From an optimization exercise on the open Yosys and OpenROAD flow, aimed at small area and a short achievable clock period; shortcuts taken in it are not production practice.
The RTL was checked by simulation tests, not by an equivalence proof against the original design.
Power is estimated from default activity; no workload was simulated.

## config.mk

```make
export PLATFORM = sky130hd
export DESIGN_NAME = lsu_top
export DESIGN_NICKNAME = lsu_top
export VERILOG_FILES = /design/flow/design.v
export SDC_FILE = /design/flow/constraint.sdc
export NUM_CORES = 4
export LEC_CHECK = 0
export CAP_MARGIN = 20
export CORE_MARGIN = 2
export CORE_UTILIZATION = 55
export CTS_CLUSTER_DIAMETER = 80
export CTS_CLUSTER_SIZE = 24
export SETUP_SLACK_MARGIN = 4.5
export SLEW_MARGIN = 20
export SYNTH_MEMORY_MAX_BITS = 16384
```

## constraint.sdc

```tcl
create_clock -name core_clock -period 7.5 [get_ports {clk}]
set_input_delay 1.5000 -clock core_clock [delete_from_list [all_inputs] [get_ports {clk}]]
set_output_delay 1.5000 -clock core_clock [all_outputs]
set_load 0.01 [all_outputs]
```

## design.v

```verilog
package lsu_pkg;
    localparam int DATA_W = 32;
    localparam logic [6:0] OPC_LOAD  = 7'b0000011;
    localparam logic [6:0] OPC_STORE = 7'b0100011;
    localparam logic [4:0] REG_INSTR  = 5'h00;
    localparam logic [4:0] REG_BASE   = 5'h04;
    localparam logic [4:0] REG_WDATA  = 5'h08;
    localparam logic [4:0] REG_RESULT = 5'h0C;
    localparam logic [4:0] REG_STATUS = 5'h10;
endpackage
`timescale 1ns/1ps
module lsu_decoder (
    input  logic [31:0] instr,
    input  logic [7:0]  base_lo,
    output logic [1:0]  offset,
    output logic [7:0]  word_hi,
    output logic [7:0]  word_lo,
    output logic [3:0]  lane_mask,
    output logic [1:0]  mem_size,
    output logic        mem_sign,
    output logic        load_ok,
    output logic        store_ok,
    output logic        misaligned,
    output logic        illegal
);
    logic       is_load;
    logic       is_store;
    logic [2:0] funct3;
    logic [7:0] imm;
    logic [7:0] byte_address;
    logic       funct3_ok;
    logic       legal_load;
    logic       legal_store;
    assign is_load  = (instr[6:0] == lsu_pkg::OPC_LOAD);
    assign is_store = (instr[6:0] == lsu_pkg::OPC_STORE);
    assign funct3   = instr[14:12];
    assign imm          = instr[5] ? {instr[27:25], instr[11:7]} : instr[27:20];
    assign byte_address = base_lo + imm;
    assign offset       = byte_address[1:0];
    always_comb begin
        for (int i = 0; i < 8; i++) begin
            word_hi[i] = (byte_address[7:5] == i[2:0]);
            word_lo[i] = (byte_address[4:2] == i[2:0]);
        end
    end
    assign funct3_ok   = !(funct3[1] && funct3[0]) && !(funct3[2] && funct3[1]);
    assign legal_load  = is_load  && funct3_ok;
    assign legal_store = is_store && funct3_ok && !funct3[2];
    assign illegal     = !(legal_load || legal_store);
    assign mem_size = funct3[1:0];
    assign mem_sign = !funct3[2];
    assign misaligned = !illegal && ((funct3[1:0] == 2'b01 && offset[0]) ||
                                     (funct3[1:0] == 2'b10 && offset != 2'b00));
    assign load_ok  = legal_load  && !misaligned;
    assign store_ok = legal_store && !misaligned;
    always_comb begin
        case (funct3[1:0])
            2'b00:   lane_mask = 4'b0001 << offset;
            2'b01:   lane_mask = offset[1] ? 4'b1100 : 4'b0011;
            default: lane_mask = 4'b1111;
        endcase
    end
endmodule
`timescale 1ns/1ps
module data_memory (
    input  logic        clk,
    input  logic [7:0]  word_hi,
    input  logic [7:0]  word_lo,
    input  logic [3:0]  lane_we,
    input  logic [1:0]  mem_size,
    input  logic [31:0] write_data,
    output logic [31:0] read_word
);
    logic [31:0] ram [64];
    logic [63:0] word_sel;
    logic [31:0] lane_data;
    always_comb begin
        for (int w = 0; w < 64; w++) begin
            word_sel[w] = word_hi[w / 8] && word_lo[w % 8];
        end
    end
    always_comb begin
        lane_data[7:0]   = write_data[7:0];
        lane_data[15:8]  = (mem_size == 2'b00) ? write_data[7:0] : write_data[15:8];
        lane_data[23:16] = mem_size[1] ? write_data[23:16] : write_data[7:0];
        lane_data[31:24] = mem_size[1] ? write_data[31:24] :
                           mem_size[0] ? write_data[15:8]  : write_data[7:0];
    end
    always_ff @(posedge clk) begin
        for (int w = 0; w < 64; w++) begin
            for (int l = 0; l < 4; l++) begin
                if (word_sel[w] && lane_we[l]) begin
                    ram[w][8*l +: 8] <= lane_data[8*l +: 8];
                end
            end
        end
    end
    always_comb begin
        read_word = '0;
        for (int w = 0; w < 64; w++) begin
            read_word = read_word | (ram[w] & {32{word_sel[w]}});
        end
    end
endmodule
`timescale 1ns/1ps
module lsu_apb_regs (
    input  logic        clk,
    input  logic        rst,
    input  logic [4:0]  paddr,
    input  logic        psel,
    input  logic        penable,
    input  logic        pwrite,
    input  logic [31:0] pwdata,
    output logic [31:0] prdata,
    output logic        pready,
    output logic        pslverr,
    output logic [7:0]  base_lo,
    output logic [31:0] wdata,
    input  logic [1:0]  offset,
    input  logic [7:0]  word_hi,
    input  logic [7:0]  word_lo,
    input  logic [3:0]  lane_mask,
    input  logic [1:0]  mem_size,
    input  logic        mem_sign,
    input  logic        load_ok,
    input  logic        store_ok,
    input  logic        misaligned,
    input  logic        illegal,
    output logic [7:0]  word_hi_q,
    output logic [7:0]  word_lo_q,
    output logic [3:0]  lane_we,
    output logic [1:0]  mem_size_q,
    input  logic [31:0] read_word
);
    logic        setup;
    logic        access;
    logic        instr_sel;
    logic        map_err;
    logic [31:0] base;
    logic [31:0] result;
    logic [1:0]  status;
    logic [1:0]  offset_q;
    logic        sign_q;
    logic        load_read;
    logic        load_align;
    logic [7:0]  byte_lane;
    logic [15:0] half_lane;
    logic [31:0] aligned;
    assign setup     = psel && !penable;
    assign access    = psel && penable;
    assign instr_sel = pwrite && (paddr == lsu_pkg::REG_INSTR);
    assign base_lo   = base[7:0];
    always_comb begin
        case (paddr)
            lsu_pkg::REG_INSTR:  map_err = !pwrite;
            lsu_pkg::REG_BASE,
            lsu_pkg::REG_WDATA:  map_err = 1'b0;
            lsu_pkg::REG_RESULT,
            lsu_pkg::REG_STATUS: map_err = pwrite;
            default:             map_err = 1'b1;
        endcase
    end
    always_ff @(posedge clk) begin
        pready  <= !(setup && instr_sel);
        pslverr <= instr_sel ? (illegal || misaligned) : map_err;
        if (paddr[4]) begin
            prdata <= {30'b0, status};
        end else begin
            case (paddr[3:2])
                2'b01:   prdata <= base;
                2'b10:   prdata <= wdata;
                default: prdata <= result;
            endcase
        end
    end
    always_ff @(posedge clk) begin
        word_hi_q  <= word_hi;
        word_lo_q  <= word_lo;
        offset_q   <= offset;
        mem_size_q <= mem_size;
        sign_q     <= mem_sign;
        lane_we    <= lane_mask & {4{setup && instr_sel && store_ok}};
        load_read  <= setup && instr_sel && load_ok;
        load_align <= load_read;
    end
    assign byte_lane = result[8*offset_q +: 8];
    assign half_lane = offset_q[1] ? result[31:16] : result[15:0];
    always_comb begin
        case (mem_size_q)
            2'b00:   aligned = {{24{sign_q && byte_lane[7]}}, byte_lane};
            2'b01:   aligned = {{16{sign_q && half_lane[15]}}, half_lane};
            default: aligned = result;
        endcase
    end
    always_ff @(posedge clk) begin
        if (rst) begin
            base   <= '0;
            wdata  <= '0;
            result <= '0;
            status <= '0;
        end else begin
            if (access && pwrite && (paddr == lsu_pkg::REG_BASE)) begin
                base <= pwdata;
            end
            if (access && pwrite && (paddr == lsu_pkg::REG_WDATA)) begin
                wdata <= pwdata;
            end
            if (setup && instr_sel) begin
                status <= {illegal, misaligned};
            end
            if (load_read) begin
                result <= read_word;
            end else if (load_align) begin
                result <= aligned;
            end
        end
    end
endmodule
`timescale 1ns/1ps
module lsu_top #(
    parameter int ADDR_W = 8
) (
    input  logic        clk,
    input  logic        rst,
    input  logic [4:0]  paddr,
    input  logic        psel,
    input  logic        penable,
    input  logic        pwrite,
    input  logic [31:0] pwdata,
    output logic [31:0] prdata,
    output logic        pready,
    output logic        pslverr
);
    logic [7:0]  base_lo;
    logic [31:0] wdata;
    logic [1:0]  offset;
    logic [7:0]  word_hi;
    logic [7:0]  word_lo;
    logic [3:0]  lane_mask;
    logic [1:0]  mem_size;
    logic        mem_sign;
    logic        load_ok;
    logic        store_ok;
    logic        misaligned;
    logic        illegal;
    logic [7:0]  word_hi_q;
    logic [7:0]  word_lo_q;
    logic [3:0]  lane_we;
    logic [1:0]  mem_size_q;
    logic [31:0] read_word;
    lsu_apb_regs i_regs (
        .clk        (clk),
        .rst        (rst),
        .paddr      (paddr),
        .psel       (psel),
        .penable    (penable),
        .pwrite     (pwrite),
        .pwdata     (pwdata),
        .prdata     (prdata),
        .pready     (pready),
        .pslverr    (pslverr),
        .base_lo    (base_lo),
        .wdata      (wdata),
        .offset     (offset),
        .word_hi    (word_hi),
        .word_lo    (word_lo),
        .lane_mask  (lane_mask),
        .mem_size   (mem_size),
        .mem_sign   (mem_sign),
        .load_ok    (load_ok),
        .store_ok   (store_ok),
        .misaligned (misaligned),
        .illegal    (illegal),
        .word_hi_q  (word_hi_q),
        .word_lo_q  (word_lo_q),
        .lane_we    (lane_we),
        .mem_size_q (mem_size_q),
        .read_word  (read_word)
    );
    lsu_decoder i_decoder (
        .instr      (pwdata),
        .base_lo    (base_lo),
        .offset     (offset),
        .word_hi    (word_hi),
        .word_lo    (word_lo),
        .lane_mask  (lane_mask),
        .mem_size   (mem_size),
        .mem_sign   (mem_sign),
        .load_ok    (load_ok),
        .store_ok   (store_ok),
        .misaligned (misaligned),
        .illegal    (illegal)
    );
    data_memory i_memory (
        .clk        (clk),
        .word_hi    (word_hi_q),
        .word_lo    (word_lo_q),
        .lane_we    (lane_we),
        .mem_size   (mem_size_q),
        .write_data (wdata),
        .read_word  (read_word)
    );
endmodule
```

## run.sh

```bash
#!/bin/bash
# synth_recipe.tcl (not shown) runs the flow's synth.tcl, then flattens the netlist and writes it again
# the make line also repeats each setting of config.mk as NAME=value (left out here)
make -C /OpenROAD-flow-scripts/flow DESIGN_CONFIG=/design/flow/config.mk WORK_HOME=/design/flow/orfs CLKGATE_MAP_FILE= SYNTH_SCRIPT=/design/flow/synth_recipe.tcl finish
```

==> results.py, run 1 <==
metrics = {
    "logic_synthesis": {
        "synthesis.nets": 5176,
        "synth_area_um2": 83300,
        "synthArstFlopShare_pct": 0,
        "synth_area_per_cell_um2": 16.3,
        "synthDistinctLibCells": 74,
        "syn_inst": 5122,
        "ys_ff_latch": 2207,
        "synth_ff_type": "edfxtp_1",
        "yosysSeqAreaShare_pct": 77.6,
        "synth_edf_count": 2048,
        "ys_warn_count": 4,
    },
    "clock_network": {
        "cts_root_buf": "clkbuf_16",
        "clock_sinks": 2207,
        "cts_buffers": 111,
        "cts_tree": "yes",
        "clockBufferDepth": 3,
        "htree_num_levels": 3,
        "clkLatencyLatePin_ns": 0.78,
        "path_clk_slew_ns": 0.09,
        "ctsHoldBuffers": 0,
    },
    "status": {
        "status": "finished clean",
    },
    "power": {
        "p_leak_nw": 24.6,
        "power.density_nw_per_um2": 240,
        "ir_drop_uv": 223,
    },
    "timing": {
        "period_share_pct": 42.3,
        "hold_slack_ns": 0.460,
        "skew_ns": 0.0347,
        "finalCriticalPeriod_ns": 3.18,
        "rsz0062_at_grt": "true",
        "maxSlewHeadroom_pct": 18.9,
        "drv_slew": 0,
        "finalHoldViolations": 0,
        "tns_ns": 0,
        "worstMarginPinSlew_ns": 1.22,
        "max_freq_mhz": 315,
        "setup_viol": 0,
    },
    "global_route": {
        "grt_max_degree": 82,
        "first_global_vias": 50100,
        "grt.busiest_layer": "met2",
        "use_met2_pct": 60.1,
        "gr-usage-met1_pct": 57.1,
        "gr-usage-met3_pct": 10.3,
        "grt_usage_pct": 40.6,
        "antenna_found_initial": 11,
        "grt_pass1_wl_um": 425000,
        "overflow": 0,
    },
    "floorplanning": {
        "pin_count": 76,
        "die_w_um": 393,
        "die_h_um": 393,
        "num_rows": 142,
        "die_area_um2": 155000,
        "coreArea_um2": 150000,
        "start_util_pct": 55.5,
    },
    "route": {
        "routedWlPerCell_um": 44.2,
        "vias_per_cell": 7.63,
        "ant_nets": 0,
        "routed_wl_um": 317000,
        "drt-pass1-iter-count": 6,
        "drc": 0,
        "drt_iter0_drc": 10400,
        "vias": 54700,
    },
    "hold_path": {
        "hold_class": "flip-flop to flip-flop",
        "hold_start": "i_regs.base[19]",
    },
    "run": {
        "drv_cap": 0,
    },
    "placed_design": {
        "numPortBuffers": 75,
        "place.gp.congestion": 0.935,
        "dp_hpwl_um": 189000,
    },
    "worst_setup_path": {
        "crit_path_start": "i_regs.word_hi_q[0]",
        "worstReg2RegStart": "i_regs.word_hi_q[0]",
        "cp.arrival_ns": 3.80,
        "required_ns": 8.13,
        "cp-start-kind": "flip-flop",
        "path_max_fanout": 32,
        "crit_type": "flip-flop to flip-flop",
        "crit_path_end_kind": "flip-flop",
    },
    "finish": {
        "area_growth_pct": 9.03,
        "final-seq-area_um2": 64800,
        "multi_input_comb_area_um2": 17300,
        "nNetsFinal": 5111,
        "nFillCells": 11200,
        "layout-drive-gt1-share_pct": 9.82,
    },
}
area by class of cell:
class | count | area share (%)
Timing Repair Buffer | 262 | 2.88
Inverter | 27 | 0.149
Sequential cell | 2207 | 71.3
Tap cell | 2016 | 2.78
Clock inverter | 41 | 0.523
Antenna cell | 8 | 0.0220
Clock buffer | 158 | 3.34
Multi-Input combinational cell | 2448 | 19.0
kinds of logic (layout without fill, tap and decap cells):
kind of cell / after synthesis / in the layout / synth area share, %
AOI/OAI and AO/OA: 1566 / 1566 / 14.0
xor gates and xnor gates: 9 / 9 / 0.0946
adders and majority gates: 12 / 12 / 0.189
buffers and inverters: 467 / 488 / 2.30
DFF: 2207 / 2207 / 77.6
muxes: 41 / 41 / 0.551
other: 0 / 8 / 0
and+or+nand+nor: 820 / 820 / 5.25
registers in the layout, indices dropped and copies added (netlist names):
signal             count
i_regs.mem_size_q      2
i_regs.prdata         32
i_regs.word_hi_q       8
i_regs.base           32
i_regs.pslverr         1
i_regs.lane_we         4
i_regs.load_align      1
i_regs.load_read       1
i_regs.word_lo_q       8
i_regs.wdata          32
i_regs.sign_q          1
i_regs.status          2
i_memory.ram        2048
i_regs.pready          1
i_regs.offset_q        2
i_regs.result         32
synth_stat cells (all sizes together), types with 6 or more instances:
cell type	count	area, um2
a22oi	649	4870
o221ai	12	105
a211oi	44	330
a22o	94	823
buf	196	896
nor2	112	423
nand2b	9	56.3
or4	11	82.6
dfxtp	159	3180
nor4	37	231
nand4	26	163
and2	48	300
o21ai	35	175
a21oi	234	1170
a221oi	89	780
nor3	31	155
a2111oi	6	58.8
ha	11	138
nand3	38	190
clkbuf	244	916
a21o	6	45.0
mux2i	11	110
o22ai	140	876
nand4b	6	52.6
a32oi	32	280
o22a	15	131
a32o	31	310
mux2	29	327
or3	12	75.1
a222oi	118	1180
o2111ai	13	114
inv	24	90.1
edfxtp	2048	61500
and3	269	1680
a31oi	14	87.6
nand2	193	724
timing repair:
item | in CTS | in global routing
setup buffers | 11 | 22
endpoints found under the setup margin | 217 | 67
pin swaps | 14 | 18
cloned | 2 | 0
resized for setup | 144 | 53
final timing paths:
kind | to | slack [ns] | depth (start not counted)
worst max-delay path | i_regs.result[27] | 4.32 | 7
worst min-delay path | i_regs.base[19] | 0.46 | 2
worst max register to register | i_regs.result[27] | 4.32 | 7
worst min register to register | i_regs.base[19] | 0.46 | 2
metrics by stage:
stage	total power [W]	setup WS, ns	utilization, %	cell area (um2)	cells
global placement	0.0148	3.10	57.5	86300	6925
CTS	0.0217	4.35	60.2	90400	7137
finish	0.0218	4.32	60.5	90800	7167
global route	0.0222	4.44	60.5	90800	7160
floorplan	0.0142	3.99	-	83400	5122
detailed placement	0.0148	3.12	57.5	86300	6925
cell usage in the layout, fill, tap and decap left out, types with 12 or more instances in the layout:
master           count
nor2_1             111
a31oi_1             14
a211oi_1            44
clkbuf_16          115
a22oi_1            649
nand2_1            193
mux2_2              24
a221oi_1            83
dlygate4sd2_1       39
buf_6               24
edfxtp_1          2048
or3_1               12
a22o_1              94
a21oi_1            231
and2_1              29
buf_12              12
o22a_1              15
a32oi_1             32
inv_6               13
a222oi_1           118
dfxtp_1            128
o21ai_0             23
dfxtp_2             14
o22ai_1            138
nand4_1             26
dfxtp_4             17
nand3_1             37
nor4_1              21
a32o_1              31
clkbuf_1            42
buf_4              135
nor3_1              28
and2_2              14
clkdlybuf4s50_1     29
and3_1             268
where the power goes:
group          leakage (nW)  internal, W  switching, W
logic                  7.45     0.000444      0.000951
clock network          1.68      0.00309       0.00402
registers              15.5       0.0132     0.0000618
worst max-delay path, cell delays in order, from the launching register on:
cell and delay, ns:
dfxtp_4 0.54, buf_6 0.33, a22oi_1 0.25, o22ai_1 0.12, nand4b_1 0.42, or4_1 0.62, nor4_4 0.54, a311oi_1 0.09
per-layer routing:
layer	routed length [um]	vias to the layer above
met5	39	-
met4	18000	6
met3	44800	825
met2	139000	4841
met1	115000	28000
li1	-	20900
==> run 2, diff against run 1 <==
--- a/design.v
+++ b/design.v
@@ -13,8 +13,7 @@
     input  logic [31:0] instr,
     input  logic [7:0]  base_lo,
     output logic [1:0]  offset,
-    output logic [7:0]  word_hi,
-    output logic [7:0]  word_lo,
+    output logic [63:0] word_sel,
     output logic [3:0]  lane_mask,
     output logic [1:0]  mem_size,
     output logic        mem_sign,
@@ -38,9 +37,8 @@
     assign byte_address = base_lo + imm;
     assign offset       = byte_address[1:0];
     always_comb begin
-        for (int i = 0; i < 8; i++) begin
-            word_hi[i] = (byte_address[7:5] == i[2:0]);
-            word_lo[i] = (byte_address[4:2] == i[2:0]);
+        for (int i = 0; i < 64; i++) begin
+            word_sel[i] = (byte_address[7:2] == i[5:0]);
         end
     end
     assign funct3_ok   = !(funct3[1] && funct3[0]) && !(funct3[2] && funct3[1]);
@@ -64,21 +62,14 @@
 `timescale 1ns/1ps
 module data_memory (
     input  logic        clk,
-    input  logic [7:0]  word_hi,
-    input  logic [7:0]  word_lo,
+    input  logic [63:0] word_sel,
     input  logic [3:0]  lane_we,
     input  logic [1:0]  mem_size,
     input  logic [31:0] write_data,
     output logic [31:0] read_word
 );
     logic [31:0] ram [64];
-    logic [63:0] word_sel;
     logic [31:0] lane_data;
-    always_comb begin
-        for (int w = 0; w < 64; w++) begin
-            word_sel[w] = word_hi[w / 8] && word_lo[w % 8];
-        end
-    end
     always_comb begin
         lane_data[7:0]   = write_data[7:0];
         lane_data[15:8]  = (mem_size == 2'b00) ? write_data[7:0] : write_data[15:8];
@@ -117,8 +108,7 @@
     output logic [7:0]  base_lo,
     output logic [31:0] wdata,
     input  logic [1:0]  offset,
-    input  logic [7:0]  word_hi,
-    input  logic [7:0]  word_lo,
+    input  logic [63:0] word_sel,
     input  logic [3:0]  lane_mask,
     input  logic [1:0]  mem_size,
     input  logic        mem_sign,
@@ -126,14 +116,12 @@
     input  logic        store_ok,
     input  logic        misaligned,
     input  logic        illegal,
-    output logic [7:0]  word_hi_q,
-    output logic [7:0]  word_lo_q,
+    output logic [63:0] word_sel_q,
     output logic [3:0]  lane_we,
     output logic [1:0]  mem_size_q,
     input  logic [31:0] read_word
 );
     logic        setup;
-    logic        access;
     logic        instr_sel;
     logic        map_err;
     logic [31:0] base;
@@ -143,11 +131,12 @@
     logic        sign_q;
     logic        load_read;
     logic        load_align;
+    logic        base_wr;
+    logic        wdata_wr;
     logic [7:0]  byte_lane;
     logic [15:0] half_lane;
     logic [31:0] aligned;
     assign setup     = psel && !penable;
-    assign access    = psel && penable;
     assign instr_sel = pwrite && (paddr == lsu_pkg::REG_INSTR);
     assign base_lo   = base[7:0];
     always_comb begin
@@ -174,11 +163,12 @@
         end
     end
     always_ff @(posedge clk) begin
-        word_hi_q  <= word_hi;
-        word_lo_q  <= word_lo;
+        word_sel_q <= word_sel;
         offset_q   <= offset;
         mem_size_q <= mem_size;
         sign_q     <= mem_sign;
+        base_wr    <= setup && pwrite && (paddr == lsu_pkg::REG_BASE);
+        wdata_wr   <= setup && pwrite && (paddr == lsu_pkg::REG_WDATA);
         lane_we    <= lane_mask & {4{setup && instr_sel && store_ok}};
         load_read  <= setup && instr_sel && load_ok;
         load_align <= load_read;
@@ -199,10 +189,10 @@
             result <= '0;
             status <= '0;
         end else begin
-            if (access && pwrite && (paddr == lsu_pkg::REG_BASE)) begin
+            if (base_wr) begin
                 base <= pwdata;
             end
-            if (access && pwrite && (paddr == lsu_pkg::REG_WDATA)) begin
+            if (wdata_wr) begin
                 wdata <= pwdata;
             end
             if (setup && instr_sel) begin
@@ -234,8 +224,7 @@
     logic [7:0]  base_lo;
     logic [31:0] wdata;
     logic [1:0]  offset;
-    logic [7:0]  word_hi;
-    logic [7:0]  word_lo;
+    logic [63:0] word_sel;
     logic [3:0]  lane_mask;
     logic [1:0]  mem_size;
     logic        mem_sign;
@@ -243,8 +232,7 @@
     logic        store_ok;
     logic        misaligned;
     logic        illegal;
-    logic [7:0]  word_hi_q;
-    logic [7:0]  word_lo_q;
+    logic [63:0] word_sel_q;
     logic [3:0]  lane_we;
     logic [1:0]  mem_size_q;
     logic [31:0] read_word;
@@ -262,8 +250,7 @@
         .base_lo    (base_lo),
         .wdata      (wdata),
         .offset     (offset),
-        .word_hi    (word_hi),
-        .word_lo    (word_lo),
+        .word_sel   (word_sel),
         .lane_mask  (lane_mask),
         .mem_size   (mem_size),
         .mem_sign   (mem_sign),
@@ -271,8 +258,7 @@
         .store_ok   (store_ok),
         .misaligned (misaligned),
         .illegal    (illegal),
-        .word_hi_q  (word_hi_q),
-        .word_lo_q  (word_lo_q),
+        .word_sel_q (word_sel_q),
         .lane_we    (lane_we),
         .mem_size_q (mem_size_q),
         .read_word  (read_word)
@@ -281,8 +267,7 @@
         .instr      (pwdata),
         .base_lo    (base_lo),
         .offset     (offset),
-        .word_hi    (word_hi),
-        .word_lo    (word_lo),
+        .word_sel   (word_sel),
         .lane_mask  (lane_mask),
         .mem_size   (mem_size),
         .mem_sign   (mem_sign),
@@ -293,8 +278,7 @@
     );
     data_memory i_memory (
         .clk        (clk),
-        .word_hi    (word_hi_q),
-        .word_lo    (word_lo_q),
+        .word_sel   (word_sel_q),
         .lane_we    (lane_we),
         .mem_size   (mem_size_q),
         .write_data (wdata),
==> run 2 against run 1 <==
Clock power fell by 2%. Via count fell by 7.3%. Synthesized cell count down 7.8%. Worst setup slack gained 0.069 ns. Flip-flop and latch count rose by 50. Sequential share of layout area increased by 1.8 points. Utilization shrank 0.24 points. Clock-buffer cell count is 16 lower. Critical endpoint is now i_regs.result[31]. Highest routed layer unchanged.
==> results.py, run 2 <==
metrics = {
    "route": {
        "routedWlPerCell_um": 45.2,
        "drt_iter0_drc": 9330,
        "vias": 50700,
        "ant_nets": 0,
        "top_layer_used": "met5",
        "vias_per_cell": 7.45,
        "dr_wl_met3_um": 43000,
        "drt-pass1-iter-count": 8,
        "wl_met1_um": 111000,
        "dr_wl_met2_um": 137000,
        "drc": 0,
        "routed_wl_um": 308000,
    },
    "logic_synthesis": {
        "synth_area_um2": 82500,
        "yosysMostFrequentCell": "edfxtp_1",
        "synthSimpleGateAreaFrac_pct": 5.11,
        "synth.area.mux_share_pct": 1.33,
        "synth-adder-area-share_pct": 0.191,
        "synthesis.nets": 4775,
        "synth_ff_type": "edfxtp_1",
        "synthDistinctLibCells": 59,
        "syn_inst": 4721,
        "synth.area.top_cells": "edfxtp_1, dfxtp_1, a22o_1, a221oi_1, a22oi_1",
        "synth_top_family_by_area": "compound AO/OA/AOI/OAI gates",
        "synthArstFlopShare_pct": 0,
        "synth_top_area_cell": "edfxtp_1",
        "ys_warn_count": 4,
        "ys_ff_latch": 2257,
        "yosysSeqAreaShare_pct": 79.6,
        "synth_top_area_share_pct": 74.5,
        "synth_area_per_cell_um2": 17.5,
        "synth_xor_area_share_pct": 0.127,
        "synth_compound_area_share_pct": 11.9,
        "synth_edf_count": 2048,
        "yosys-top-cells-count": "edfxtp_1, a22o_1, a221oi_1",
    },
    "clock_network": {
        "path_clk_slew_ns": 0.09,
        "clock_sinks": 2257,
        "clockBufferDepth": 3,
        "cts_buffers": 110,
        "ctsHoldBuffers": 0,
        "clkLatencyLatePin_ns": 0.78,
        "cts_tree": "yes",
        "cts_root_buf": "clkbuf_16",
        "htree_num_levels": 3,
    },
    "floorplanning": {
        "die_area_um2": 153000,
        "die_h_um": 391,
        "pin_count": 76,
        "coreArea_um2": 149000,
        "num_rows": 142,
        "die_w_um": 391,
        "start_util_pct": 55.2,
    },
    "power": {
        "ir_drop_uv": 184,
        "net-switching-power_w": 0.00429,
        "power_frac_seq_pct": 65.0,
        "total_power_w": 0.0208,
        "swShare_pct": 20.6,
        "internal_power_w": 0.0166,
        "p_leak_nw": 33.1,
        "power.density_nw_per_um2": 231,
        "p_clk_share_pct": 33.4,
        "p_comb_share_pct": 1.6,
    },
    "finish": {
        "final_common_cell": "edfxtp_1",
        "layout-drive-gt1-share_pct": 11.2,
        "final_area_um2": 90100,
        "nNetsFinal": 4780,
        "mostFrequentLayoutCells": "edfxtp_1, a22o_1, a221oi_1",
        "largest_reg_flops": 2048,
        "top_register": "i_memory.ram",
        "area_growth_pct": 9.16,
        "nFillCells": 11000,
        "largestRegisters": "i_memory.ram (2048), i_regs.word_sel_q (64)",
    },
    "timing": {
        "drv_slew": 0,
        "skew_ns": 0.0329,
        "max_freq_mhz": 322,
        "finalHoldViolations": 0,
        "tns_ns": 0,
        "maxSlewHeadroom_pct": 20.1,
        "worstMarginPinSlew_ns": 1.20,
        "layout_setup_ws_ns": 4.39,
        "rsz0062_at_grt": "true",
        "setup_viol": 0,
        "hold_slack_ns": 0.465,
        "finalCriticalPeriod_ns": 3.11,
        "period_share_pct": 41.4,
    },
    "hold_path": {
        "hold_depth": 2,
        "holdPathEnd": "i_regs.prdata[1]",
        "hold_class": "flip-flop to flip-flop",
        "hold_start": "i_regs.status[1]",
    },
    "global_route": {
        "antenna_found_initial": 15,
        "grt_max_degree": 74,
        "grt_usage_pct": 40.0,
        "first_global_vias": 46600,
        "overflow": 0,
        "grt_pass1_wl_um": 410000,
    },
    "worst_setup_path": {
        "r2r_end": "i_regs.result[31]",
        "reg2reg_depth": 6,
        "critPathTopFamily": "simple AND/OR/NAND/NOR gates",
        "worstReg2RegStart": "i_regs.word_sel_q[43]",
        "crit_path_end_kind": "flip-flop",
        "path_max_fanout": 23,
        "cp_num_buf_inv": 1,
        "required_ns": 8.12,
        "crit_slowest_cell": "nor4_4",
        "critPathMaxStageDelay_ns": 0.68,
        "crit_type": "flip-flop to flip-flop",
        "cp.arrival_ns": 3.73,
        "cp-start-kind": "flip-flop",
        "rrSetupSlack_ns": 4.39,
        "crit_chain": "buf_4 -> a22o_1 -> a221oi_1 -> nand4_1 -> nor4_4 -> o22ai_1",
    },
    "placed_design": {
        "numPortBuffers": 75,
        "place_ws_ns": 2.48,
        "place.gp.congestion": 0.909,
        "dp_hpwl_um": 186000,
        "placed_area_um2": 85800,
    },
    "status": {
        "status": "finished clean",
    },
    "run": {
        "drv_cap": 0,
    },
}
run 2: layout make-up:
type                            instances  area (um2)  area share, %
Clock buffer                          142        3000           3.33
Sequential cell                      2257       65800           73.1
Clock inverter                         27         308          0.342
Inverter                                9        33.8         0.0375
Multi-Input combinational cell       2106       16300           18.1
Tap cell                             2016        2520           2.80
Timing Repair Buffer                  242        2090           2.32
Antenna cell                            3        7.51        0.00834
run 2: metrics by stage:
step           cells  util, %
3_5_place_dp    6601     57.4
5_1_grt         6799     60.3
3_3_place_gp    6601     57.4
2_1_floorplan   4721        -
6_report        6802     60.3
4_1_cts         6793     60.1
run 2: worst register-to-register path, stage by stage, from the launching register on:
cell and delay [ns]:
dfxtp_2 0.60, buf_4 0.43, a22o_1 0.32, a221oi_1 0.47
nand4_1 0.30, nor4_4 0.68, o22ai_1 0.18
run 2: worst max path at each step:
stage,start,to,slack (ns),depth (start not counted)
after CTS,i_regs.word_sel_q[16],i_regs.result[17],4.49,6
after detailed placement,pwdata[5],i_regs.word_sel_q[31],2.48,9
after global placement,pwdata[5],i_regs.word_sel_q[26],2.53,9
final,i_regs.word_sel_q[43],i_regs.result[31],4.39,6
after floorplan,pwdata[5],i_regs.word_sel_q[25],3.81,11
after global routing,pwdata[5],i_regs.word_sel_q[1],4.39,12
run 2: per-layer routing:
metal / vias up / GRT usage [%]
met3: 734 / 10.2
met4: 8 / 17.9
met1: 26300 / 55.4
met5: - / 0.128
met2: 4245 / 60.2
li1: 19400 / -
run 2: power by group through the flow:
stage,Clock (W),Sequential [W],Combinational (W)
3_3_place_gp,0,0.0138,0.000286
2_1_floorplan,0,0.0138,0.000141
5_1_grt,0.00730,0.0136,0.000337
4_1_cts,0.00693,0.0136,0.000307
3_5_place_dp,0,0.0138,0.000288
6_report,0.00696,0.0136,0.000330
run 2: cells by family (layout without fill, tap and decap cells):
family                   after synthesis  after routing
AO/OA/AOI/OAI                       1193           1194
XOR/XNOR                              12             12
adder cells (fa/ha/maj)               12             12
buffers and inverters                359            420
flip-flops                          2257           2257
multiplexers                         106            106
other                                  0              3
AND/OR/NAND/NOR                      782            782
run 2: repair_timing:
item / CTS / global route
setup buffers: 20 / 5
endpoints found under the setup margin: 128 / 89
gates resized for setup: 142 / 61
pin swaps: 19 / 36
gates cloned: 3 / 1

afterwards: timing with drivers on the ports:
No port has a modelled driver above. Below, the same layouts with a new extraction and two added sets of constraints.
Step 1 sets driving cells, clkbuf_16 on the clock port and buf_2 on the other inputs (assumed; they add their load-dependent delay and slew).
Step 2 adds t to the input delays and takes it off the output delays; t is the mean of the earliest and latest rising clock arrival at the registers after step 1. Input paths then give back, and output paths get back, about the clock's delay inside the block.
Three values: no drivers, after step 1, after step 2; two values: the first two.
run	t, ns	setup slack, ns	hold slack, ns	worst setup path after step 2	latest minus earliest clock arrival (ns)
run 1	0.847	4.325 / 4.325 / 3.787	0.460 / 0.460 / 0.460	input to register	0.045 / 0.045
run 2	0.843	4.393 / 4.387 / 3.544	0.465 / 0.465 / 0.465	input to register	0.034 / 0.034
After both steps setup and hold are still met in every run listed. The setup slack of run 2, which loses most, moves by -0.006 ns with the drivers and by -0.849 ns with both steps.
